What follows belongs to an exercise in optimizing a design on an open flow for small area, a short achievable clock period and few clock cycles per item; a production flow would make more cautious choices. Function was checked by simulation only, so behaviour that the tests miss may differ from the original. Power is estimated from default activity; no workload was simulated.

old:
// moving_average_filter
module moving_average_filter #(
	parameter int WINDOW_MAX  = maf_pkg::WINDOW_MAX_DEF,
	parameter int SAMPLE_BITS = maf_pkg::SAMPLE_BITS_DEF
) (
	input  logic                      clk,
	input  logic                      arst_n,
	input  logic                      cfg_we,
	input  logic [maf_pkg::WIN_W-1:0] cfg_wdata,
	input  logic                      in_valid,
	output logic                      in_ready,
	input  logic [SAMPLE_BITS-1:0]    sample,
	input  logic                      new_series,
	output logic                      out_valid,
	input  logic                      out_ready,
	output logic [SAMPLE_BITS-1:0]    average
);
	localparam int ADDR_W  = $clog2(WINDOW_MAX);
	localparam int CNT_W   = $clog2(WINDOW_MAX + 1);
	localparam int SUM_W   = SAMPLE_BITS + ADDR_W;
	localparam int WP_STEP = 16;
	localparam int WP_W    = $clog2(WP_STEP);
	localparam int PT_W    = ADDR_W - WP_W;
  ...
Size in the first run: about 7000 flip-flops, about 0.18 mm² of cells after synthesis.
Settings: LEC_CHECK=0, ABC_CLOCK_PERIOD_IN_PS=2000, CAP_MARGIN=20, CORE_MARGIN=2, CORE_UTILIZATION=60, CTS_CLUSTER_DIAMETER=80, CTS_CLUSTER_SIZE=30, SLEW_MARGIN=20, SYNTH_MEMORY_MAX_BITS=8192; clock period 10.0 ns.
standard.sh (not shown) runs the stock make flow with config.mk's settings and CLKGATE_MAP_FILE= SYNTH_SCRIPT=/design/flow/synth_recipe.tcl, a recipe that flattens the netlist after the stock synthesis.
==> flow/flow/run.sh <==
#!/bin/bash
# The standard layout (the standard.sh: standard synthesis, floorplan,
# placement, CTS, routing, finish) with the design's clock period and
# constraints; only the timing repair steps aim further below the period.
set -euo pipefail
bash standard.sh SETUP_SLACK_MARGIN=6.75 finish > standard_flow.log 2>&1
Testbench counts of old, summed over its fixed seeds: cycles 6,512, items 6,000.
--- input diff old..new ---
diff --git a/flow/design.v b/flow/design.v
--- a/flow/design.v
+++ b/flow/design.v
@@ -201,15 +201,12 @@
 			span_m1 <= span_m1_c;
 			span_nz <= (window_q != '0);
 			base_pt <= PT_W'(0) - span_m1_c[ADDR_W-1:WP_W];
 		end
 	end
 	logic                   in_ready_q;
-	logic                   s0_v;
-	logic [SAMPLE_BITS-1:0] s0_x;
-	logic                   s0_ns;
 	logic [ADDR_W-1:0]      h_q;       
 	logic [ADDR_W-1:0]      raddr_q;   
 	logic                   cnt0_q;    
 	logic                   full_q;    
 	logic [CNT_W-1:0]       nn_q;      
 	logic                   aligned_q;
@@ -225,15 +222,15 @@
 	logic [CNT_W-1:0]       nn_next;
 	logic                   aligned_next;
 	logic [CNT_W-1:0]       n_now;
 	logic                   sub_now;
 	logic [SAMPLE_BITS-1:0] rd_data;
 	assign accept  = in_valid && in_ready_q;
-	assign fresh   = s0_ns || cnt0_q;
+	assign fresh   = new_series || cnt0_q;
 	assign aligned = aligned_q;
-	assign write_now = s0_v && en && (aligned || fresh);
+	assign write_now = accept;
 	assign wr_pt   = fresh ? base_pt : h_q[ADDR_W-1:WP_W];
 	always_comb begin
 		if (write_now) begin
 			h_next = fresh ? {base_pt, WP_W'(0)} : h_q;
 		end else begin
 			h_next = h_q + ADDR_W'(1);
@@ -241,31 +238,31 @@
 		if (write_now) begin
 			raddr_next = fresh ? {{(ADDR_W-WP_W){1'b0}}, span_m1[WP_W-1:0]} : raddr_q;
 		end else begin
 			raddr_next = raddr_q + ADDR_W'(1);
 		end
 		aligned_next = (h_next[WP_W-1:0] == '0) && (raddr_next[ADDR_W-2:WP_W] == '0);
-		if (s0_ns) begin
+		if (new_series) begin
 			full_next = (span == CNT_W'(1));
 			nn_next   = (span < CNT_W'(2)) ? span : CNT_W'(2);
 		end else begin
 			full_next = span_nz && (nn_q == span);
 			nn_next   = (nn_q == span) ? span : nn_q + CNT_W'(1);
 		end
-		n_now   = s0_ns ? CNT_W'(span_nz) : nn_q;
-		sub_now = !s0_ns && full_q;
+		n_now   = new_series ? CNT_W'(span_nz) : nn_q;
+		sub_now = !new_series && full_q;
 	end
 	maf_ring #(
 		.DEPTH   (WINDOW_MAX),
 		.DATA_W  (SAMPLE_BITS),
 		.WP_STEP (WP_STEP)
 	) u_ring (
 		.clk     (clk),
 		.wr_en   (write_now),
 		.wr_pt   (wr_pt),
-		.wr_data (s0_x),
+		.wr_data (sample),
 		.rd_sel  ({raddr_q[ADDR_W-1], raddr_q[WP_W-1:0]}),
 		.rd_data (rd_data)
 	);
 	logic                   out_v_q;
 	logic [SAMPLE_BITS-1:0] out_q;
 	logic                   skid_v_q;
@@ -274,38 +271,31 @@
 	logic [SAMPLE_BITS-1:0] div_q;
 	logic                   arrive;
 	logic                   pop;
 	assign en     = !skid_v_q;
 	assign arrive = div_v && en;
 	assign pop    = out_v_q && out_ready;
-	logic s0_v_next;
-	logic s0_ns_next;
 	logic cnt0_next;
 	logic skid_v_next;
 	logic in_ready_d;
 	always_comb begin
-		s0_v_next   = accept || (s0_v && !write_now);
-		s0_ns_next  = accept ? new_series : s0_ns;
 		cnt0_next   = cfg_we || (cnt0_q && !write_now);
 		skid_v_next = skid_v_q ? !pop : (arrive && out_v_q && !pop);
-		in_ready_d  = !s0_v_next || (!skid_v_next &&
-			(aligned_next || s0_ns_next || cnt0_next));
+		in_ready_d  = !skid_v_next && !cfg_we && (aligned_next || cnt0_next);
 	end
 	always_ff @(posedge clk or negedge arst_n) begin
 		if (!arst_n) begin
 			window_q   <= maf_pkg::WIN_RESET;
-			s0_v       <= 1'b0;
 			h_q        <= '0;
 			raddr_q    <= '0;
 			cnt0_q     <= 1'b1;
 			full_q     <= 1'b0;
 			nn_q       <= CNT_W'(1);
 			aligned_q  <= 1'b1;
 		end else begin
 			aligned_q  <= aligned_next;
-			s0_v       <= s0_v_next;
 			h_q        <= h_next;
 			raddr_q    <= raddr_next;
 			if (cfg_we) begin
 				window_q <= cfg_wdata;
 				cnt0_q   <= 1'b1;
 				full_q   <= 1'b0;
@@ -317,18 +307,12 @@
 			end
 		end
 	end
 	always_ff @(posedge clk) begin
 		in_ready_q <= in_ready_d;
 	end
-	always_ff @(posedge clk) begin
-		if (accept) begin
-			s0_x  <= sample;
-			s0_ns <= new_series;
-		end
-	end
 	logic                   v1;
 	logic [SAMPLE_BITS-1:0] x1;
 	logic [SAMPLE_BITS-1:0] o1;
 	logic                   sub1;
 	logic                   clr1;
 	logic [CNT_W-1:0]       n1;
@@ -338,13 +322,13 @@
 		end else if (en) begin
 			v1 <= write_now;
 		end
 	end
 	always_ff @(posedge clk) begin
 		if (en) begin
-			x1   <= s0_x;
+			x1   <= sample;
 			o1   <= rd_data;
 			sub1 <= sub_now;
 			clr1 <= fresh;
 			n1   <= n_now;
 		end
 	end
--- outcome ---
Each of the runs, namely old and new, reached the end of the flow and came out clean. new has area overhead of the layout relative to synthesis below what old had. Diff new..old | cell count along the critical path | unchanged. Between old and new, the initial core utilization does not differ in any meaningful way. [compare] base=old new=new: number of cells produced by synthesis +59; number of nets in the layout neither gained nor lost much; sequential power now sits lower; final wirelength increased by about 0.5% relative to the old numbers; relative area of clock buffers and inverters in the final design closely matched the old numbers. Compared with old, in new area after synthesis neither gained nor lost much; setup slack of the critical path after layout picked up an extra 0.0069 ns; fraction of power consumed by combinational cells lost 0.9 points; number of global-route vias before repair picked up an extra about 0.56%; final instance count without filler cells neither gained nor lost much. Relative to old, the final cell area reported for new is lower.
Testbench counts of new, summed over its fixed seeds: cycles 6,480, items 6,000.

[port drivers added, routing unchanged]
Ports are ideal in the flow. The routed layouts listed here were re-timed in OpenROAD.
Step 1 sets driving cells, clkbuf_16 on the clock port and buf_2 on the other inputs (assumed; they add their load-dependent delay and slew).
Step 2 adds t to the input delays and takes it off the output delays; t is the mean of the earliest and latest rising clock arrival at the registers after step 1. Input paths then give back, and output paths get back, about the clock's delay inside the block.
a / b / c = ideal ports / drivers / drivers and shift; a / b = the first two.
| run | t, ns | slack for setup (ns) | pins driven straight from the clock port |
|---|---|---|---|
| old | 0.987 | 6.534 / 6.440 / 6.019 | 1 |
| new | 0.978 | 6.541 / 6.443 / 5.820 | 1 |
After both steps setup and hold are still met in every run listed. For new, which loses most, drivers alone change the setup slack by -0.098 ns; drivers and shift together by -0.721 ns.
